Background: an optimization exercise with open tools, aiming at small area, a short achievable clock period and few clock cycles per item. Do not read the settings as production practice.
No run shown here included a check of the RTL's function; only the layout flow was run.
Power figures rest on the tool's default switching activity, not on a simulated workload.

===== design/flow/config.mk =====
export PLATFORM = sky130hd
export DESIGN_NAME = interval_set_table_top
export DESIGN_NICKNAME = interval_set_table_top
export VERILOG_FILES = /design/flow/design.v
export SDC_FILE = /design/flow/constraint.sdc
export NUM_CORES = 4
export LEC_CHECK = 0
export CAP_MARGIN = 20
export CORE_MARGIN = 2
export CORE_UTILIZATION = 50
export SETUP_SLACK_MARGIN = 3.0
export SLEW_MARGIN = 20
export TNS_END_PERCENT = 5

===== design/flow/constraint.sdc =====
create_clock -name core_clock -period 6.5 [get_ports {clk}]
set_input_delay 1.3000 -clock core_clock [delete_from_list [all_inputs] [get_ports {clk}]]
set_output_delay 1.3000 -clock core_clock [all_outputs]
set_load 0.01 [all_outputs]

===== design/flow/design.v =====
`timescale 1ns / 1ps
package ist_pkg;
  typedef enum logic [1:0] {
    CMD_ADD    = 2'd0,
    CMD_REMOVE = 2'd1,
    CMD_QUERY  = 2'd2,
    CMD_FILL   = 2'd3
  } ist_cmd_t;
  typedef enum logic [2:0] {
    ST_IDLE,
    ST_SCAN,
    ST_DRAIN,
    ST_APPLY,
    ST_WRITE2,
    ST_RESP
  } ist_state_t;
  typedef struct packed {
    logic holder;   
    logic left;     
    logic right;    
    logic free;     
  } ist_hits_t;
endpackage
`timescale 1ns / 1ps
module ist_mem #(
  parameter int DEPTH = 4,
  parameter int WIDTH = 7,
  parameter int CW    = 3
) (
  input  logic             clk,
  input  logic             rst,
  input  logic             push,
  input  logic [WIDTH-1:0] push_data,
  input  logic             pop,
  output logic             head_valid,
  output logic [WIDTH-1:0] head_data,
  output logic [CW-1:0]    count
);
  logic [WIDTH-1:0] q [DEPTH];
  logic [CW-1:0]    cnt, cnt_pop;
  assign count      = cnt;
  assign head_data  = q[0];
  assign cnt_pop    = cnt - CW'(pop);
  always_ff @(posedge clk) begin
    if (rst) begin
      cnt        <= '0;
      head_valid <= 1'b0;
    end else begin
      cnt        <= cnt_pop + CW'(push);
      head_valid <= (cnt_pop + CW'(push)) != '0;
    end
  end
  always_ff @(posedge clk) begin
    for (int k = 0; k < DEPTH; k++) begin
      if (push && cnt_pop == CW'(k)) begin
        q[k] <= push_data;
      end else if (pop && k < DEPTH - 1) begin
        q[k] <= q[k+1];
      end
    end
  end
endmodule
`timescale 1ns / 1ps
module ist_scan (
  input  logic [15:0] first,    
  input  logic [16:0] fin,      
  input  logic [16:0] x,        
  input  logic [16:0] y,        
  output logic        le1,      
  output logic        eq1,      
  output logic        ge2,      
  output logic        eq2       
);
  function automatic logic [1:0] cmp_gt_eq(input logic [16:0] a, input logic [16:0] b);
    logic [16:0] g, e;
    logic [4:0]  gg, ge;
    logic        gt, eq;
    g = a & ~b;
    e = ~(a ^ b);
    for (int j = 0; j < 4; j++) begin
      gg[j] = g[4*j+3] | (e[4*j+3] & g[4*j+2]) | (e[4*j+3] & e[4*j+2] & g[4*j+1]) |
              (e[4*j+3] & e[4*j+2] & e[4*j+1] & g[4*j]);
      ge[j] = e[4*j+3] & e[4*j+2] & e[4*j+1] & e[4*j];
    end
    gg[4] = g[16];
    ge[4] = e[16];
    gt = gg[4] | (ge[4] & gg[3]) | (ge[4] & ge[3] & gg[2]) | (ge[4] & ge[3] & ge[2] & gg[1]) |
         (ge[4] & ge[3] & ge[2] & ge[1] & gg[0]);
    eq = &ge;
    cmp_gt_eq = {gt, eq};
  endfunction
  logic [1:0] c1, c2;
  always_comb begin
    c1  = cmp_gt_eq({1'b0, first}, x);
    c2  = cmp_gt_eq(y, fin);
    le1 = ~c1[1];
    eq1 = c1[0];
    ge2 = ~c2[1];
    eq2 = c2[0];
  end
endmodule
`timescale 1ns / 1ps
module interval_set_table_top (
  input  logic        clk,
  input  logic        rst,
  input  logic        in_valid,
  output logic        in_stall,
  input  logic [1:0]  cmd,
  input  logic [15:0] position,
  input  logic [16:0] fill_length,
  output logic        out_valid,
  input  logic        out_stall,
  output logic        is_member,
  output logic        table_full_error,
  output logic [4:0]  range_total
);
  localparam int N = 16;
  logic        accept;
  logic [16:0] p_ext, p_inc;
  logic        a_v;
  logic [1:0]  a_cmd;
  logic [16:0] a_x;      
  logic [16:0] a_y;      
  logic [16:0] a_fl;
  always_comb begin
    p_ext = {1'b0, position};
    p_inc = p_ext + 17'd1;
  end
  always_ff @(posedge clk) begin
    if (rst) begin
      a_v <= 1'b0;
    end else begin
      a_v <= accept;
    end
    a_cmd <= cmd;
    a_x   <= (cmd == 2'd1) ? p_ext : p_inc;
    a_y   <= (cmd == 2'd1) ? p_inc : p_ext;
    a_fl  <= fill_length;
  end
  logic [N-1:0] v;
  logic [15:0]  first [N];
  logic [16:0]  fin   [N];
  logic [4:0]   cnt;
  logic [N-1:0] c_le1, c_eq1, c_ge2, c_eq2;
  logic         f_le1, f_eq1, f_ge2, f_eq2;
  logic [17:0]  fill_sum;
  logic [16:0]  fill_end;
  logic        d_v;
  logic [1:0]  d_cmd;
  logic [16:0] d_x;      
  logic [16:0] d_y;      
  logic        d_fnz;
  logic [N-1:0] r_le1, r_eq1, r_ge2, r_eq2;
  for (genvar i = 0; i < N; i++) begin : g_ent
    ist_scan u_cmp (
      .first (first[i]),
      .fin   (fin[i]),
      .x     (a_x),
      .y     (a_y),
      .le1   (c_le1[i]),
      .eq1   (c_eq1[i]),
      .ge2   (c_ge2[i]),
      .eq2   (c_eq2[i])
    );
  end
  ist_scan u_fix (
    .first (d_y[15:0]),
    .fin   (d_x),
    .x     (a_x),
    .y     (a_y),
    .le1   (f_le1),
    .eq1   (f_eq1),
    .ge2   (f_ge2),
    .eq2   (f_eq2)
  );
  always_comb begin
    fill_sum = {1'b0, a_y} + {1'b0, a_fl};
    fill_end = (fill_sum > 18'd65536) ? 17'd65536 : fill_sum[16:0];
  end
  logic [N-1:0] hold, left, right, free1, bsel;
  logic         is_add, is_rm, is_qry, is_fill;
  logic         lowv, any_h, any_l, any_r, split, full;
  logic [16:0]  bus_fin;
  logic         b_ge2, b_eq2;
  logic [N-1:0] v_nx, we_f, we_e, e_bus;
  logic [4:0]   cnt_nx;
  logic         r_mem, r_err;
  always_comb begin
    is_add  = d_cmd == 2'd0;
    is_rm   = d_cmd == 2'd1;
    is_qry  = d_cmd == 2'd2;
    is_fill = d_cmd == 2'd3;
    full    = cnt[4];
    lowv    = 1'b1;
    for (int i = 0; i < N; i++) begin
      hold[i]  = v[i] & r_le1[i] & r_ge2[i] & (is_rm | (~r_eq1[i] & ~r_eq2[i]));
      right[i] = v[i] & r_eq1[i];
      left[i]  = v[i] & r_eq2[i];
      bsel[i]  = hold[i] | right[i];
      free1[i] = ~v[i] & lowv;
      lowv     = lowv & v[i];
    end
    any_h = |hold;
    any_l = |left;
    any_r = |right;
    split = |(hold & ~r_eq1 & ~r_eq2);
    bus_fin = '0;
    b_ge2   = 1'b0;
    b_eq2   = 1'b0;
    for (int i = 0; i < N; i++) begin
      bus_fin = bus_fin | ({17{bsel[i]}} & fin[i]);
      b_ge2   = b_ge2 | (bsel[i] & c_ge2[i]);
      b_eq2   = b_eq2 | (bsel[i] & c_eq2[i]);
    end
    v_nx   = v;
    we_f   = '0;
    we_e   = '0;
    e_bus  = '0;
    cnt_nx = cnt;
    r_mem  = 1'b0;
    r_err  = 1'b0;
    if (is_add) begin
      if (!any_h) begin
        if (any_l && any_r) begin
          we_e   = left;
          e_bus  = left;
          v_nx   = v & ~right;
          cnt_nx = cnt - 5'd1;
        end else if (any_l) begin
          we_e = left;
        end else if (any_r) begin
          we_f = right;
        end else if (!full) begin
          we_f   = free1;
          we_e   = free1;
          v_nx   = v | free1;
          cnt_nx = cnt + 5'd1;
        end else begin
          r_err = 1'b1;
        end
      end
    end
    if (is_rm) begin
      if (split) begin
        if (!full) begin
          we_e   = hold | free1;
          e_bus  = free1;
          we_f   = free1;
          v_nx   = v | free1;
          cnt_nx = cnt + 5'd1;
        end else begin
          r_err = 1'b1;
        end
      end else begin
        we_f   = hold & r_eq1 & ~r_eq2;
        we_e   = hold & ~r_eq1 & r_eq2;
        v_nx   = v & ~(hold & r_eq1 & r_eq2);
        if (|(hold & r_eq1 & r_eq2)) begin
          cnt_nx = cnt - 5'd1;
        end
      end
    end
    if (is_qry) begin
      r_mem = any_h;
    end
    if (is_fill) begin
      we_f   = N'(1);
      we_e   = N'(1);
      v_nx   = N'(d_fnz);
      cnt_nx = 5'(d_fnz);
    end
    if (!d_v) begin
      we_f = '0;
      we_e = '0;
    end
  end
  always_ff @(posedge clk) begin
    if (rst) begin
      v   <= '0;
      cnt <= '0;
      d_v <= 1'b0;
    end else begin
      d_v <= a_v;
      if (d_v) begin
        v   <= v_nx;
        cnt <= cnt_nx;
      end
    end
  end
  always_ff @(posedge clk) begin
    d_cmd <= a_cmd;
    d_x   <= (a_cmd == 2'd3) ? fill_end : a_x;
    d_y   <= a_y;
    d_fnz <= a_fl != 17'd0;
    for (int i = 0; i < N; i++) begin
      if (we_f[i]) begin
        first[i] <= d_y[15:0];
      end
      if (we_e[i]) begin
        fin[i] <= e_bus[i] ? bus_fin : d_x;
      end
      r_le1[i] <= we_f[i] ? f_le1 : c_le1[i];
      r_eq1[i] <= we_f[i] ? f_eq1 : c_eq1[i];
      r_ge2[i] <= we_e[i] ? (e_bus[i] ? b_ge2 : f_ge2) : c_ge2[i];
      r_eq2[i] <= we_e[i] ? (e_bus[i] ? b_eq2 : f_eq2) : c_eq2[i];
    end
  end
  logic [2:0] q_cnt;
  logic [6:0] head;
  logic       pop;
  assign pop      = out_valid && !out_stall;
  assign in_stall = (q_cnt + 3'(a_v) + 3'(d_v)) >= 3'd4;
  assign accept   = in_valid && !in_stall;
  ist_mem #(
    .DEPTH (4),
    .WIDTH (7),
    .CW    (3)
  ) u_res (
    .clk        (clk),
    .rst        (rst),
    .push       (d_v),
    .push_data  ({r_mem, r_err, cnt_nx}),
    .pop        (pop),
    .head_valid (out_valid),
    .head_data  (head),
    .count      (q_cnt)
  );
  assign is_member        = head[6];
  assign table_full_error = head[5];
  assign range_total      = head[4:0];
endmodule

===== design/flow/run.sh =====
#!/bin/bash
# synth_recipe.tcl (not shown) runs the flow's synth.tcl, then flattens the netlist and writes it again
# the make line also repeats each setting of config.mk as NAME=value (left out here)
make -C /OpenROAD-flow-scripts/flow DESIGN_CONFIG=/design/flow/config.mk WORK_HOME=/design/flow/orfs CLKGATE_MAP_FILE= SYNTH_SCRIPT=/design/flow/synth_recipe.tcl finish

==> results of run 1 <==
area by class of cell:
| class | count | area, um2 | area share [%] |
|---|---|---|---|
| Sequential cell | 736 | 20300 | 38.8 |
| Clock buffer | 117 | 2380 | 4.54 |
| Tap cell | 1176 | 1470 | 2.81 |
| Clock inverter | 42 | 452 | 0.863 |
| Inverter | 387 | 1480 | 2.83 |
| Timing Repair Buffer | 251 | 2300 | 4.40 |
| Multi-Input combinational cell | 3146 | 23900 | 45.7 |
state kept, by name (all words and copies together) (netlist names), 17 cells and up:
signal	cells
a_x	17
first	256
a_fl	17
fin	272
u_res.q	28
a_y	17
d_x	17
per-stage QoR:
stage | hold WS, ns | std cells | total power [mW] | setup slack [ns]
after floorplan | 0.351 | 4464 | 6.49 | 2.70
after global routing | 0.481 | 5855 | 12.5 | 2.73
final | 0.473 | 5855 | 12.1 | 2.74
after detailed placement | 0.464 | 5632 | 7.19 | 1.50
after global placement | 0.464 | 5630 | 7.16 | 1.50
after CTS | 0.472 | 5829 | 12.1 | 2.71
how the worst max path moves through the flow:
stage	start	endpoint	slack, ns	depth (start not counted)
after global routing	r_eq1[12]	r_eq1[0]	2.73	9
after floorplan	r_eq1[1]	r_ge2[5]	2.70	11
after detailed placement	d_cmd[1]	fin[12][4]	1.50	10
after global placement	d_cmd[1]	fin[12][4]	1.50	10
after CTS	v[3]	r_eq2[15]	2.71	8
final	d_cmd[0]	fin[13][1]	2.74	9
kinds of logic after synthesis:
logic type	Yosys count	synth area share [%]
DFF	736	44.7
muxes	86	1.95
adders and majority gates	587	16.2
xor gates and xnor gates	48	0.927
and+or+nand+nor	1112	12.2
buffers and inverters	597	5.06
AOI/OAI and AO/OA	1298	18.9
layer usage:
metal / up-vias / routed length, um / global-route usage (%)
li1: 17200 / - / -
met2: 2673 / 78700 / 57.8
met1: 18800 / 66700 / 48.0
met5: - / 41 / 0
met3: 607 / 20100 / 6.88
met4: 6 / 12200 / 20.2
power breakdown:
part | internal (mW) | total, mW | switching, mW
clock network | 2.86 | 4.94 | 2.08
logic | 0.665 | 1.81 | 1.14
registers | 5.24 | 5.40 | 0.160
total | 8.76 | 12.1 | 3.39
cell usage after synthesis, types with 11 or more instances:
library cell / instances
sky130_fd_sc_hd__and4_1: 24
sky130_fd_sc_hd__o221ai_1: 21
sky130_fd_sc_hd__dfxtp_1: 180
sky130_fd_sc_hd__clkbuf_1: 176
sky130_fd_sc_hd__a32o_1: 12
sky130_fd_sc_hd__nand4_1: 106
sky130_fd_sc_hd__o21ai_0: 108
sky130_fd_sc_hd__xor2_1: 19
sky130_fd_sc_hd__nand2b_1: 15
sky130_fd_sc_hd__or3_1: 21
sky130_fd_sc_hd__inv_1: 385
sky130_fd_sc_hd__o31ai_1: 17
sky130_fd_sc_hd__nor3_1: 58
sky130_fd_sc_hd__nor4_1: 41
sky130_fd_sc_hd__ha_1: 586
sky130_fd_sc_hd__or4_1: 24
sky130_fd_sc_hd__a21oi_1: 486
sky130_fd_sc_hd__a41oi_1: 18
sky130_fd_sc_hd__a31oi_1: 21
sky130_fd_sc_hd__mux2_2: 19
sky130_fd_sc_hd__a221oi_1: 37
sky130_fd_sc_hd__a22o_1: 18
sky130_fd_sc_hd__buf_1: 12
sky130_fd_sc_hd__nand2_1: 182
sky130_fd_sc_hd__a211oi_1: 31
sky130_fd_sc_hd__nor2_1: 390
sky130_fd_sc_hd__nor2b_1: 34
sky130_fd_sc_hd__nand3_1: 123
sky130_fd_sc_hd__a22oi_1: 74
sky130_fd_sc_hd__a21o_1: 212
sky130_fd_sc_hd__o21a_1: 23
sky130_fd_sc_hd__o211ai_1: 13
sky130_fd_sc_hd__and3_1: 26
sky130_fd_sc_hd__edfxtp_1: 556
sky130_fd_sc_hd__xnor2_1: 29
sky130_fd_sc_hd__o22ai_1: 87
sky130_fd_sc_hd__mux2i_1: 66
sky130_fd_sc_hd__nand4b_1: 11
sky130_fd_sc_hd__buf_2: 17
what timing repair did:
item                       in CTS  in global routing
setup buffers                  29                 20
hold endpoints to repair        0                  0
setup endpoints to repair     924                808
resized for setup              86                 89
pin swaps                      19                 18
gates cloned                    9                  6
worst register-to-register path, stage by stage (launching register included):
cell and delay [ns]:
sky130_fd_sc_hd__dfxtp_1 0.38, sky130_fd_sc_hd__buf_4 0.26, sky130_fd_sc_hd__nor2b_1 0.22, sky130_fd_sc_hd__buf_4 0.24, sky130_fd_sc_hd__o21ai_2 0.35, sky130_fd_sc_hd__nand2_4 0.23
sky130_fd_sc_hd__a22o_1 0.32, sky130_fd_sc_hd__a221oi_1 0.50, sky130_fd_sc_hd__and3_1 0.81, sky130_fd_sc_hd__a21oi_1 0.16
==> insert_results.sql, run 1 <==
INSERT INTO impl_metrics (metric_group, metric, value, unit) VALUES
('die', 'io_pins', '48', ''),
('cells_and_area', 'number_of_inserted_filler_cells_in_the_final_layout', '7723', ''),
('setup_path', 'timing.critical_path.cells', 'buf_4 > nor2b_1 > buf_4 > o21ai_2 > nand2_4 > a22o_1 > a221oi_1 > and3_1 > a21oi_1', ''),
('synthesis', 'synth_seq_cells', '736', ''),
('clock_network', 'clkTransAtPathRegs', '0.07', 'ns'),
('timing', 'final.setup_skew', '0.0308', 'ns'),
('place', 'placed_cell_area', '48100', 'um2'),
('cells_and_area', 'antenna_cells', '0', ''),
('global_route', 'grt_first_pass_wirelength', '252', 'mm'),
('setup_path', 'regToRegEndpoint', 'fin[13][1]', ''),
('cells_and_area', 'design_area', '52400', 'um2'),
('synthesis', 'synth_area_per_cell', '10.2', 'um2'),
('synthesis', 'synth_nets', '5090', ''),
('setup_path', 'worst_ep_required_time', '6.87', 'ns'),
('die', 'floorplan.initialDensity', '50.4', '%'),
('die', 'coreArea', '90000', 'um2'),
('timing', 'worstMarginPinSlew', '1.16', 'ns'),
('global_route', 'grt_start_max_net_pins', '39', ''),
('clock_network', 'clock_tree.htree_level_count', '3', ''),
('setup_path', 'crit-reg2reg-launch', 'd_cmd[0]', ''),
('timing', 'setup-tns-final', '0', 'ns'),
('place', 'port-buffer-count', '47', ''),
('clock_network', 'clock_tree_from_tritoncts', 'done', ''),
('power_and_ir_drop', 'peakVddDrop', '0.216', 'mV'),
('clock_network', 'clock_sinks', '736', ''),
('setup_path', 'crit_path_max_incr_delay', '0.80', 'ns'),
('global_route', 'first_global_vias', '36600', ''),
('setup_path', 'worstPathBufferInverterCount', '2', ''),
('synthesis', 'yosys-top-cells-area', 'sky130_fd_sc_hd__edfxtp_1, sky130_fd_sc_hd__ha_1, sky130_fd_sc_hd__dfxtp_1', ''),
('clock_network', 'clock_tree.buffer_depth', '3', ''),
('global_route', 'global_route.usage.total', '36.7', '%'),
('setup_path', 'critical_path.top_delay_family', 'compound AO/OA/AOI/OAI gates', ''),
('status', 'status', 'finished clean', ''),
('setup_path', 'critPathLaunchType', 'flop', ''),
('detailed_routing', 'routed_wirelength', '178', 'mm'),
('detailed_routing', 'wire_per_inst', '30.4', 'um'),
('die', 'die_area', '93200', 'um2'),
('synthesis', 'dominantRegCellSynth', 'sky130_fd_sc_hd__edfxtp_1', ''),
('cells_and_area', 'utilization', '58.2', '%'),
('setup_path', 'reg2reg_setup_slack', '2.74', 'ns'),
('clock_network', 'cts_hold_repair.buffers', '0', ''),
('clock_network', 'cts_root_buf', 'sky130_fd_sc_hd__clkbuf_16', ''),
('cells_and_area', 'final_net_count', '5233', ''),
('die', 'fp-row-count', '110', ''),
('timing', 'timing.final.crit_share', '57.9', '%'),
('setup_path', 'crit_path_frequent_cell', 'sky130_fd_sc_hd__buf_4', ''),
('setup_path', 'critical_path_class', 'reg -> reg', ''),
('synthesis', 'yosys.area.top_type_share', '36.8', '%'),
('cells_and_area', 'most-common-layout-cells', 'sky130_fd_sc_hd__ha_1, sky130_fd_sc_hd__edfxtp_1, sky130_fd_sc_hd__a21oi_1, sky130_fd_sc_hd__nor2_1, sky130_fd_sc_hd__inv_1', ''),
('power_and_ir_drop', 'p_leak', '21.7', 'nW'),
('clock_network', 'insertion_delay', '0.68', 'ns'),
('setup_path', 'endpoint_kind', 'flop', ''),
('power_and_ir_drop', 'power_per_cell_area', '232', 'nW/um2'),
('place', 'dp_hpwl', '120', 'mm'),
('detailed_routing', 'drt.antenna.violating_nets', '0', ''),
('synthesis', 'syn-instance-count', '4464', ''),
('detailed_routing', 'routed_via_density', '6.71', ''),
('die', 'vertical_die_dimension', '305', 'um'),
('timing', 'final_period_minus_worst_setup_slack', '3.76', 'ns'),
('die', 'die_boundary_width', '305', 'um'),
('timing', 'final-max-slew-violation-count', '0', ''),
('hold_path', 'timing.hold.worst.class', 'reg -> reg', ''),
('synthesis', 'synth.cell_area', '45400', 'um2'),
('setup_path', 'cp.arrival', '4.13', 'ns'),
('global_route', 'antenna_found_initial', '4', ''),
('setup_path', 'crit_path_max_fanout', '23', ''),
('hold_path', 'whs_path_depth', '1', ''),
('timing', 'grt_setup_unrepaired', 'true', ''),
('detailed_routing', 'drt_pre_antenna_iters', '8', ''),
('timing', 'report.final.hold_viol_count', '0', ''),
('synthesis', 'synth_top_cell_by_area', 'sky130_fd_sc_hd__edfxtp_1', '');
==> run 2, diff against run 1 <==
--- a/design/flow/config.mk
+++ b/design/flow/config.mk
@@ -8,6 +8,6 @@
 export CAP_MARGIN = 20
 export CORE_MARGIN = 2
 export CORE_UTILIZATION = 50
-export SETUP_SLACK_MARGIN = 3.0
+export SETUP_SLACK_MARGIN = 3.8
 export SLEW_MARGIN = 20
 export TNS_END_PERCENT = 5
==> run 2 against run 1 <==
Clock power is 1% lower. Area after synthesis did not move. Clock skew is 0.026 ns higher. Highest routed layer unchanged. Non-clock buffer count grew 332. Largest power group unchanged. Flip-flop and latch count unchanged. Still clean on timing, DRC and antenna. Routed wire length grew 6.2%. First-iteration DRC count up 21%.
==> insert_results.sql, run 2 <==
INSERT INTO impl_metrics (metric_group, metric, value, unit) VALUES
('status', 'status', 'finished clean', ''),
('setup_path', 'critPathLaunchType', 'flop', ''),
('setup_path', 'crit_path_frequent_cell', 'sky130_fd_sc_hd__buf_4', ''),
('power_and_ir_drop', 'power_switching', '3.54', 'mW'),
('cells_and_area', 'final_net_count', '5562', ''),
('die', 'die_area', '93200', 'um2'),
('synthesis', 'synth_commonest_cells', 'sky130_fd_sc_hd__ha_1, sky130_fd_sc_hd__edfxtp_1, sky130_fd_sc_hd__a21oi_1, sky130_fd_sc_hd__nor2_1, sky130_fd_sc_hd__inv_1', ''),
('hold_path', 'timing.hold.worst.class', 'reg -> reg', ''),
('timing', 'timing.final.crit_share', '52.0', '%'),
('setup_path', 'endpoint_kind', 'flop', ''),
('die', 'vertical_die_dimension', '305', 'um'),
('die', 'die_boundary_width', '305', 'um'),
('place', 'port-buffer-count', '47', ''),
('power_and_ir_drop', 'power_per_cell_area', '213', 'nW/um2'),
('timing', 'grt_setup_unrepaired', 'true', ''),
('synthesis', 'synth_area_per_cell', '10.2', 'um2'),
('clock_network', 'insertion_delay', '0.73', 'ns'),
('timing', 'final_period_minus_worst_setup_slack', '3.38', 'ns'),
('timing', 'final-max-slew-violation-count', '0', ''),
('die', 'fp-row-count', '110', ''),
('timing', 'worstMarginPinSlew', '1.08', 'ns'),
('synthesis', 'syn-instance-count', '4464', ''),
('cells_and_area', 'design_area', '58000', 'um2'),
('die', 'io_pins', '48', ''),
('synthesis', 'dominantRegCellSynth', 'sky130_fd_sc_hd__edfxtp_1', ''),
('detailed_routing', 'routed_via_density', '6.74', ''),
('setup_path', 'cp.arrival', '3.75', 'ns'),
('clock_network', 'clock_tree.buffer_depth', '3', ''),
('detailed_routing', 'wire_per_inst', '30.5', 'um'),
('setup_path', 'critical_path.slowest_cell', 'sky130_fd_sc_hd__or3_4', ''),
('clock_network', 'clock_tree_from_tritoncts', 'done', ''),
('timing', 'max_slew_margin', '28.2', '%'),
('cells_and_area', 'largest_register', 'fin', ''),
('clock_network', 'clock_sinks', '736', ''),
('hold_path', 'worst_hold_path.endpoint', 'd_v', ''),
('cells_and_area', 'most-common-layout-cells', 'sky130_fd_sc_hd__ha_1, sky130_fd_sc_hd__edfxtp_1, sky130_fd_sc_hd__a21oi_1, sky130_fd_sc_hd__nor2_1, sky130_fd_sc_hd__inv_1', ''),
('power_and_ir_drop', 'p_leak', '24.3', 'nW'),
('power_and_ir_drop', 'power_share_of_the_clock_group', '39.6', '%'),
('synthesis', 'seq_area_frac_synth', '44.7', '%'),
('cells_and_area', 'stdcell_count', '6187', ''),
('hold_path', 'whs_path_depth', '1', ''),
('global_route', 'grt_start_max_net_pins', '39', ''),
('hold_path', 'worstHoldStart', 'a_v', ''),
('cells_and_area', 'reg.largest.list', 'fin: 272 flops, first: 256 flops, u_res.q: 28 flops', ''),
('timing', 'finalSetupViolCount', '0', ''),
('cells_and_area', 'areaGrowthSynthToFinish', '27.9', '%'),
('cells_and_area', 'number_of_inserted_filler_cells_in_the_final_layout', '7016', ''),
('global_route', 'first_global_vias', '37800', ''),
('place', 'placed_cell_area', '48000', 'um2'),
('cells_and_area', 'utilization', '64.5', '%'),
('setup_path', 'regToRegEndpoint', 'fin[6][4]', ''),
('job', 'max_cap_viol_count', '0', ''),
('synthesis', 'synth_seq_cells', '736', ''),
('timing', 'report.final.hold_viol_count', '0', ''),
('synthesis', 'postSynth.asyncResetShare', '0', '%'),
('cells_and_area', 'final_common_cell', 'sky130_fd_sc_hd__ha_1', ''),
('setup_path', 'crit_path_max_incr_delay', '0.50', 'ns'),
('place', 'number_of_instances_in_the_placed_design', '5609', ''),
('cells_and_area', 'max_ffs_per_register', '272', ''),
('setup_path', 'crit_path_max_fanout', '13', ''),
('synthesis', 'yosys-top-cells-area', 'sky130_fd_sc_hd__edfxtp_1, sky130_fd_sc_hd__ha_1, sky130_fd_sc_hd__dfxtp_1', ''),
('setup_path', 'timing.reg2reg.worst_path_depth', '10', ''),
('power_and_ir_drop', 'power_report.internal_total', '8.80', 'mW'),
('detailed_routing', 'route.vias.total', '41700', ''),
('setup_path', 'worst_ep_required_time', '6.87', 'ns'),
('clock_network', 'cts_buffers', '86', ''),
('timing', 'achievable-frequency', '296', 'MHz'),
('global_route', 'grt_first_pass_wirelength', '254', 'mm'),
('setup_path', 'reg2reg_setup_slack', '3.12', 'ns'),
('synthesis', 'most_frequent_cell_after_synthesis', 'sky130_fd_sc_hd__ha_1', ''),
('detailed_routing', 'drt.antenna.violating_nets', '0', ''),
('global_route', 'global_route.usage.total', '37.0', '%'),
('detailed_routing', 'routed_wirelength', '189', 'mm'),
('power_and_ir_drop', 'power.share.combinational', '16.4', '%'),
('detailed_routing', 'detail_route.drc_violations', '0', ''),
('global_route', 'grt_overflow_total', '0', ''),
('timing', 'final.setup_skew', '0.0569', 'ns'),
('setup_path', 'worst_setup_path_startpoint', 'v[15]', ''),
('cells_and_area', 'drive_above_1_share', '22.0', '%'),
('clock_network', 'clock_tree.htree_level_count', '3', ''),
('synthesis', 'synth_nets', '5090', ''),
('timing', 'setup-tns-final', '0', 'ns'),
('place', 'dp_hpwl', '116', 'mm'),
('detailed_routing', 'drt_iter0_markers', '6206', ''),
('detailed_routing', 'drt_pre_antenna_iters', '10', ''),
('setup_path', 'timing.critical_path.cells', 'a22oi_2 > nand4_1 > or3_4 > buf_4 > buf_4 > o41ai_1 > nand2_1 > a211oi_4 > buf_12 > buf_4', ''),
('global_route', 'antenna_found_initial', '8', ''),
('synthesis', 'synth_cell_type_count', '96', ''),
('setup_path', 'critical_path_class', 'reg -> reg', ''),
('synthesis', 'synth.cell_area', '45400', 'um2'),
('die', 'coreArea', '90000', 'um2'),
('setup_path', 'crit-reg2reg-launch', 'v[15]', ''),
('clock_network', 'clkTransAtPathRegs', '0.06', 'ns'),
('synthesis', 'synth_edf_count', '556', ''),
('power_and_ir_drop', 'share_seq_of_total_power', '44.0', '%'),
('die', 'floorplan.initialDensity', '50.4', '%'),
('synthesis', 'synth_top_cell_by_area', 'sky130_fd_sc_hd__edfxtp_1', ''),
('power_and_ir_drop', 'peakVddDrop', '0.229', 'mV'),
('synthesis', 'yosysWarningCount', '8', ''),
('synthesis', 'yosys.area.top_type_share', '36.8', '%'),
('power_and_ir_drop', 'p_sw_share', '28.7', '%'),
('clock_network', 'cts_root_buf', 'sky130_fd_sc_hd__clkbuf_16', ''),
('place', 'place.gp.congestion', '1.06', '');
[run 2: cell counts after synthesis]
No cell type changed its count.
[run 2: final cells by class]
class                      instances  area (um2)  share of cell area, %
antenna                            4        10.0                 0.0173
clock buffer                     122        2410                   4.16
clock inverter                    37         413                  0.712
inverter                         387        1490                   2.57
multi-input combinational       3142       25400                   43.7
sequential                       736       20500                   35.4
tap                             1176        1470                   2.54
timing repair buffer             583        6320                   10.9
[run 2: timing repair]
action,CTS,global route
hold buffers,0,0
setup endpoints to repair,967,969
cloned,23,21
gates resized for setup,368,293
setup buffers,180,191
pin swaps,74,113
[run 2: critical path: cells and delay by family, from the launching register on]
| family | cells | cell delay [ns] |
|---|---|---|
| AOI/OAI and AO/OA | 3 | 0.96 |
| and+or+nand+nor | 3 | 0.90 |
| buffers and inverters | 4 | 0.76 |
| DFF | 1 | 0.44 |
[run 2: kinds of logic after synthesis]
logic type / count (synthesis) / share of synthesized area, %
fa+ha+maj: 587 / 16.2
compound gates: 1298 / 18.9
mux: 86 / 1.95
simple gates: 1112 / 12.2
flops: 736 / 44.7
buf+inv: 597 / 5.06
xor+xnor: 48 / 0.927
[run 2: worst max path at each step]
stage                end  cells past startpoint  slack, ns
6_report       fin[6][4]                     10       3.12
5_1_grt        fin[6][4]                     11       3.12
4_1_cts         in_stall                      6       3.28
3_5_place_dp   r_le1[10]                     10       1.96
3_3_place_gp   r_le1[10]                     10       1.95
2_1_floorplan  r_ge2[12]                     10       3.26
[run 2: metrics by stage]
step           total power, mW  setup WS (ns)  hold slack [ns]
3_3_place_gp              7.10           1.95            0.465
2_1_floorplan             6.51           3.26            0.351
5_1_grt                   12.7           3.12            0.494
6_report                  12.3           3.12            0.477
3_5_place_dp              7.13           1.96            0.464
4_1_cts                   12.1           3.28            0.482
[run 2: power by group through the flow]
stage          Sequential (mW)  Clock (mW)  Combinational [mW]
4_1_cts                   5.43        4.90                1.74
3_3_place_gp              5.55           0                1.55
6_report                  5.43        4.89                2.02
5_1_grt                   5.43        5.09                2.17
2_1_floorplan             5.42           0                1.09
3_5_place_dp              5.55           0                1.58
[run 2: routing by layer]
layer	routed length (um)	share of wire [%]	vias to the layer above	track usage, %
met5	66	0.035	-	0.0517
met4	15400	8.1	8	21.5
met3	22900	12	907	8.50
met2	82200	44	3057	58.9
met1	68100	36	19900	46.2
li1	-	-	17900	-

[port drivers added, routing unchanged]
How much do the figures lean on ideal ports? The routed layouts below were timed once more, with nothing changed but the port constraints. Step 1 (the two cells are an assumption about what drives the block):
set clk [get_ports {clk}]
set_driving_cell -lib_cell sky130_fd_sc_hd__clkbuf_16 $clk
set_driving_cell -lib_cell sky130_fd_sc_hd__buf_2 [delete_from_list [all_inputs] $clk]
Step 2 adds t to the input delays and takes it off the output delays; t is the mean of the earliest and latest rising clock arrival at the registers after step 1. Input paths then give back, and output paths get back, about the clock's delay inside the block. Three values: ideal ports, drivers, drivers and shift; two values: the first two.
| run | t (ns) | setup slack, ns | worst hold slack (ns) | latest minus earliest clock arrival (ns) | slew at the worst register clock pin (ns) |
|---|---|---|---|---|---|
| run 1 | 0.730 | 2.737 / 2.737 / 2.544 | 0.473 / 0.473 / 0.473 | 0.030 / 0.031 | 0.07 / 0.07 |
| run 2 | 0.774 | 3.122 / 3.122 / 2.710 | 0.477 / 0.477 / 0.477 | 0.057 / 0.057 | 0.08 / 0.08 |
After both steps every run listed still meets setup and hold. The setup slack of run 2, which loses most, moves by 0.000 ns with the drivers and by -0.412 ns with both steps.
